From an optimization exercise on the open Yosys and OpenROAD flow, aimed at small area; shortcuts taken in it are not production practice. Only simulation tests tie the RTL to the original design; equivalence was not proved.

==> inputs of job 1525 <==
==> flow/design.v (excerpt) <==
module infix_expression_evaluator #(
	parameter int STACK_DEPTH = 16,
	parameter int VALUE_WIDTH = 32
) (
	input  wire logic        clk,
	input  wire logic        arst_n,
	input  wire logic        start,
	output logic             busy,
	input  wire logic [7:0]  symbol,
	input  wire logic        last,
	output logic             done,
	output logic [31:0]      value,
	output logic [1:0]       status
);
clock: 9.0 ns
lec_check: 0
cap_margin: 20
core_margin: 2
core_utilization: 40
slew_margin: 20
standard.sh (not shown) runs the stock make flow with config.mk's settings and CLKGATE_MAP_FILE= SYNTH_SCRIPT=/design/flow/synth_recipe.tcl, a recipe that flattens the netlist after the stock synthesis.
==> flow/flow/run.sh <==
#!/bin/bash
# Layout flow: the standard flow (standard.sh, unchanged synthesis) with
# two settings passed through the environment:
#  - clock tree synthesis without dummy loads, with sink clusters of up to
#    30 flip-flops within 60 um;
#  - port buffers of the smallest buffer cell.
# The full output goes to standard.log in the work folder.
export CTS_ARGS="-sink_clustering_enable -repair_clock_nets -dont_use_dummy_load -sink_clustering_size 20 -sink_clustering_max_diameter 50 -buf_list sky130_fd_sc_hd__clkbuf_8"
export BUFFER_PORTS_ARGS="-buffer_cell sky130_fd_sc_hd__buf_1"
bash standard.sh > standard.log 2>&1
==> job 958 (differences from job 1525) <==
==> flow/run.sh (new file) <==
#!/bin/bash
# synth_recipe.tcl (not shown) runs the flow's synth.tcl, then flattens the netlist and writes it again
# the make line also repeats each setting of config.mk as NAME=value (left out here)
make -C /OpenROAD-flow-scripts/flow DESIGN_CONFIG=/design/flow/config.mk WORK_HOME=/design/flow/orfs CLKGATE_MAP_FILE= SYNTH_SCRIPT=/design/flow/synth_recipe.tcl finish
removed: flow/flow/run.sh
removed: flow/standard.sh
==> job 6414 (differences from job 1525) <==
==> flow/design.v (replaced) <==
`default_nettype none
module infix_expression_evaluator #(
	parameter int STACK_DEPTH = 16,
	parameter int VALUE_WIDTH = 32
) (
	input  wire logic        clk,
	input  wire logic        arst_n,
	input  wire logic        start,
	output logic             busy,
	input  wire logic [7:0]  symbol,
	input  wire logic        last,
	output logic             done,
	output logic [31:0]      value,
	output logic [1:0]       status
);
	localparam int N = 15;    
	localparam logic [2:0] P_ADD = 3'b000, P_SUB = 3'b001, P_MUL = 3'b100, P_DIV = 3'b101,
	                       P_OPEN = 3'b010, P_CLOSE = 3'b011, P_FIN = 3'b110, P_NOP = 3'b111;
	localparam logic [1:0] E_OK = 2'd0, E_BAD = 2'd1, E_DIVZ = 2'd2, E_STACK = 2'd3;
	localparam logic [3:0] S_IDLE = 4'd0, S_OPR = 4'd1, S_PRE = 4'd2, S_EMIT = 4'd3,
	                       S_LD = 4'd4, S_ZR = 4'd5, S_A1 = 4'd6, S_MV = 4'd7,
	                       S_A2 = 4'd8, S_ZC = 4'd9, S_SH = 4'd10, S_TR = 4'd11,
	                       S_NG1 = 4'd12, S_NG2 = 4'd13, S_POP = 4'd14;
	logic [3:0]  state;
	logic [3:0]  ph;             
	logic [4:0]  cnt_d, cnt_o;   
	logic [1:0]  err;
	logic [2:0]  pend, top_o;
	logic        lastq, f, neg;
	logic [5:0]  k;
	logic [31:0] X, Y, R;
	logic [N*32-1:0] ring;
	logic [N*3-1:0]  oring;
	wire [31:0] tap  = ring[N*32-1 -: 32];
	wire [2:0]  otap = oring[N*3-1 -: 3];
	wire is_dig = (symbol >= 8'd48) && (symbol <= 8'd57);
	logic       is_op;
	logic [2:0] sym_code;
	always_comb begin
		is_op = 1'b1;
		sym_code = P_ADD;
		case (symbol)
			8'd43: sym_code = P_ADD;
			8'd45: sym_code = P_SUB;
			8'd42: sym_code = P_MUL;
			8'd47: sym_code = P_DIV;
			8'd40: sym_code = P_OPEN;
			8'd41: sym_code = P_CLOSE;
			default: is_op = 1'b0;
		endcase
	end
	wire [3:0] cd1 = 4'(cnt_d - 5'd1);
	wire [3:0] cd2 = 4'(cnt_d - 5'd2);
	wire [3:0] co1 = 4'(cnt_o - 5'd1);
	wire [3:0] co2 = 4'(cnt_o - 5'd2);
	wire d_empty = (cnt_d == 5'd0);
	wire d_full  = (cnt_d == 5'd16);
	wire o_empty = (cnt_o == 5'd0);
	wire o_full  = (cnt_o == 5'd16);
	wire dig_wait = is_dig && (err == E_OK) && !d_empty && !d_full && (ph != cd1);
	assign busy = (state != S_IDLE) || dig_wait;
	wire acc = start && !busy;
	wire op_mul = (top_o == P_MUL);
	wire op_div = (top_o == P_DIV);
	wire op_sub = (top_o == P_SUB);
	logic        inv;
	wire  [32:0] T  = {1'b0, R} + ({X[31], X} ^ {33{inv}}) + 33'(inv);
	wire         nb = !T[32];
	always_comb begin
		case (state)
			S_A1:  inv = op_div & X[31];
			S_A2:  inv = op_sub;
			S_NG2: inv = neg;
			default: inv = op_div & !X[31];
		endcase
	end
	logic [3:0] state_n;
	logic [4:0] cnt_d_n, cnt_o_n;
	logic [1:0] err_n;
	logic [2:0] pend_n, top_o_n;
	logic       lastq_n;
	logic       wr_d, wr_o;
	logic       red, push, pop, fin_now, cdone;
	logic       x_tap, x_y, y_r, y_sh, r_zero, r_dig, r_sum, r_sh;
	always_comb begin
		state_n = state;
		cnt_d_n = cnt_d;
		cnt_o_n = cnt_o;
		err_n   = err;
		pend_n  = pend;
		top_o_n = top_o;
		lastq_n = lastq;
		wr_d = 1'b0; wr_o = 1'b0;
		x_tap = 1'b0; x_y = 1'b0; y_r = 1'b0; y_sh = 1'b0;
		r_zero = 1'b0; r_dig = 1'b0; r_sum = 1'b0; r_sh = 1'b0;
		done = 1'b0;
		red = 1'b0; push = 1'b0; pop = 1'b0; fin_now = 1'b0; cdone = 1'b0;
		case (state)
			S_IDLE: if (acc) begin
				if (err != E_OK) begin
					if (last) state_n = S_PRE;
				end else if (is_dig) begin
					if (d_full) begin
						err_n = E_STACK;
						if (last) state_n = S_PRE;
					end else begin
						wr_d = !d_empty;
						r_dig = 1'b1;
						cnt_d_n = cnt_d + 5'd1;
						if (last) begin
							pend_n = P_FIN;
							lastq_n = 1'b1;
							state_n = S_OPR;
						end
					end
				end else if (is_op) begin
					pend_n = sym_code;
					lastq_n = last;
					state_n = S_OPR;
				end else begin
					err_n = E_BAD;
					if (last) state_n = S_PRE;
				end
			end
			S_OPR: begin
				red = 1'b0; push = 1'b0; pop = 1'b0; fin_now = 1'b0; cdone = 1'b0;
				case (pend)
					P_ADD, P_SUB: if (!o_empty && top_o != P_OPEN) red = 1'b1; else push = 1'b1;
					P_MUL, P_DIV: if (!o_empty && top_o[2]) red = 1'b1; else push = 1'b1;
					P_OPEN: push = 1'b1;
					P_CLOSE: begin
						if (o_empty) err_n = E_STACK;
						else if (top_o != P_OPEN) red = 1'b1;
						else begin pop = 1'b1; pend_n = P_NOP; end
					end
					P_NOP: cdone = 1'b1;
					default: begin  
						if (o_empty) fin_now = 1'b1;
						else if (top_o != P_OPEN) red = 1'b1;
						else pop = 1'b1;
					end
				endcase
				if (o_empty && pend == P_CLOSE) begin
					state_n = lastq ? S_PRE : S_IDLE;
				end else if (fin_now) begin
					if (d_empty) err_n = E_STACK;
					state_n = S_PRE;
				end else if (pop) begin
					state_n = S_POP;
				end else if (red) begin
					if (cnt_d < 5'd2) begin
						err_n = E_STACK;
						state_n = lastq ? S_PRE : S_IDLE;
					end else state_n = S_LD;
				end else if (push) begin
					if (o_full) begin
						err_n = E_STACK;
						state_n = lastq ? S_PRE : S_IDLE;
					end else if (o_empty || ph == co1) begin
						wr_o = !o_empty;
						top_o_n = pend;
						cnt_o_n = cnt_o + 5'd1;
						cdone = 1'b1;
					end
				end
				if (cdone) begin
					if (lastq) pend_n = P_FIN;
					else state_n = S_IDLE;
				end
			end
			S_POP: begin
				if (cnt_o < 5'd2 || ph == co2) begin
					top_o_n = otap;
					cnt_o_n = cnt_o - 5'd1;
					state_n = S_OPR;
				end
			end
			S_LD: begin
				if (ph == cd2) begin
					x_tap = 1'b1;
					y_r = 1'b1;
					cnt_d_n = cnt_d - 5'd1;
					state_n = S_ZR;
				end
			end
			S_ZR: begin
				r_zero = 1'b1;
				state_n = op_mul ? S_SH : S_A1;
			end
			S_A1: begin
				r_sum = 1'b1;
				state_n = S_MV;
			end
			S_MV: begin
				x_y = 1'b1;
				y_r = 1'b1;
				if (op_div) begin
					r_zero = 1'b1;
					state_n = S_ZC;
				end else state_n = S_A2;
			end
			S_A2: begin
				r_sum = 1'b1;
				state_n = S_POP;
			end
			S_ZC: begin
				if (nb) begin
					err_n = E_DIVZ;
					state_n = lastq ? S_PRE : S_IDLE;
				end else state_n = S_SH;
			end
			S_SH: begin
				r_sh = 1'b1;
				y_sh = 1'b1;
				state_n = (k == 6'd32) ? S_NG1 : S_TR;
			end
			S_TR: begin
				r_sum = op_mul ? f : nb;
				state_n = (op_mul && k == 6'd31) ? S_POP : S_SH;
			end
			S_NG1: begin
				x_y = 1'b1;
				r_zero = 1'b1;
				state_n = S_NG2;
			end
			S_NG2: begin
				r_sum = 1'b1;
				state_n = S_POP;
			end
			S_PRE: begin
				r_zero = (err != E_OK);
				state_n = S_EMIT;
			end
			S_EMIT: begin
				done = 1'b1;
				cnt_d_n = 5'd0;
				cnt_o_n = 5'd0;
				err_n = E_OK;
				state_n = S_IDLE;
			end
			default: state_n = S_IDLE;
		endcase
	end
	always_ff @(posedge clk or negedge arst_n) begin
		if (!arst_n) begin
			state <= S_IDLE;
			ph    <= 4'd0;
			cnt_d <= 5'd0;
			cnt_o <= 5'd0;
			err   <= E_OK;
		end else begin
			state <= state_n;
			ph    <= (ph == 4'(N-1)) ? 4'd0 : ph + 4'd1;
			cnt_d <= cnt_d_n;
			cnt_o <= cnt_o_n;
			err   <= err_n;
		end
	end
	always_ff @(posedge clk) begin
		pend  <= pend_n;
		top_o <= top_o_n;
		lastq <= lastq_n;
		if (state == S_SH) f <= Y[31];
		else if (state == S_TR) f <= nb;
		if (state == S_A1) neg <= X[31] ^ Y[31];
		if (state == S_ZC) k <= 6'd0;
		else if (state == S_ZR) k <= 6'd0;
		else if (state == S_TR) k <= k + 6'd1;
		if (x_tap) X <= tap;
		else if (x_y) X <= Y;
		if (y_r) Y <= R;
		else if (y_sh) Y <= {Y[30:0], f};
		if (r_sum) R <= T[31:0];
		else if (r_sh) R <= {R[30:0], op_div & Y[31]};
		else if (r_dig) R <= {28'd0, symbol[3:0]};
		else if (r_zero) R <= 32'd0;
		ring  <= {ring[(N-1)*32-1:0], wr_d ? R : tap};
		oring <= {oring[(N-1)*3-1:0], wr_o ? top_o : otap};
	end
	assign value  = R;
	assign status = err;
endmodule
`default_nettype wire
==> flow/run.sh (new file) <==
#!/bin/bash
# synth_recipe.tcl (not shown) runs the flow's synth.tcl, then flattens the netlist and writes it again
# the make line also repeats each setting of config.mk as NAME=value (left out here)
make -C /OpenROAD-flow-scripts/flow DESIGN_CONFIG=/design/flow/config.mk WORK_HOME=/design/flow/orfs CLKGATE_MAP_FILE= SYNTH_SCRIPT=/design/flow/synth_recipe.tcl finish
removed: flow/flow/run.sh
removed: flow/standard.sh
==> qor summary <==
metric                                                               job 6414                     job 958                   job 1525
Fillers                                                                  4310                        4240                       4387
Syn-to-layout area delta                                               16.35%                      14.88%                     6.486%
Multi-Input Combinational                                                 721                         731                        731
Number of synthesized flops with an enable pin                            105                         108                        108
Met3 track demand over resource in global routing                      2.620%                      2.584%                     2.846%
Starting utilization of the core area                                  40.62%                      40.56%                     40.56%
Number of cells after detailed placement                                 2117                        2052                       2053
Result of the run                                              finished clean              finished clean             finished clean
Cell at the root of the clock tree                 sky130_fd_sc_hd__clkbuf_16  sky130_fd_sc_hd__clkbuf_16  sky130_fd_sc_hd__clkbuf_8
CP peak stage delay                                                   0.82 ns                     0.59 ns                    0.70 ns
Core footprint                                                      49150 um2                   47750 um2                  47750 um2
Async S/R FF share, synth                                              3.049%                      3.210%                     3.210%
CP Data Required Time                                                 9.23 ns                     7.20 ns                    9.32 ns
Crit. path cell count                                                      18                           6                         16
Count of clock buffers in the final design                                 80                          84                         48

re-timing with driven ports:
In the flow no input, the clock included, has a driving cell. The finished layouts below were timed again as built, in two steps.
Step 1 sets driving cells, clkbuf_16 on the clock port and buf_2 on the other inputs (assumed; they add their load-dependent delay and slew).
Step 2 moves the port delays by t, midway between the first and last clock arrival at a register: inputs arrive t later, outputs are due t later. That takes back most of the time a late clock gives input paths.
Slacks: ideal / step 1 / step 2; pairs: ideal / step 1.
run	t (ns)	setup WS [ns]	worst slew at a driven data input, ns	pins driven straight from the clock port
job 1525	0.654	3.405 / 3.405 / 3.405	0.04	1
job 958	0.648	3.284 / 3.259 / 3.259	0.04	1
job 6414	0.649	2.563 / 2.563 / 2.563	0.05	1
After both steps setup and hold are still met in every run listed. For job 958, which loses most, drivers alone change the setup slack by -0.025 ns; drivers and shift together by -0.025 ns.
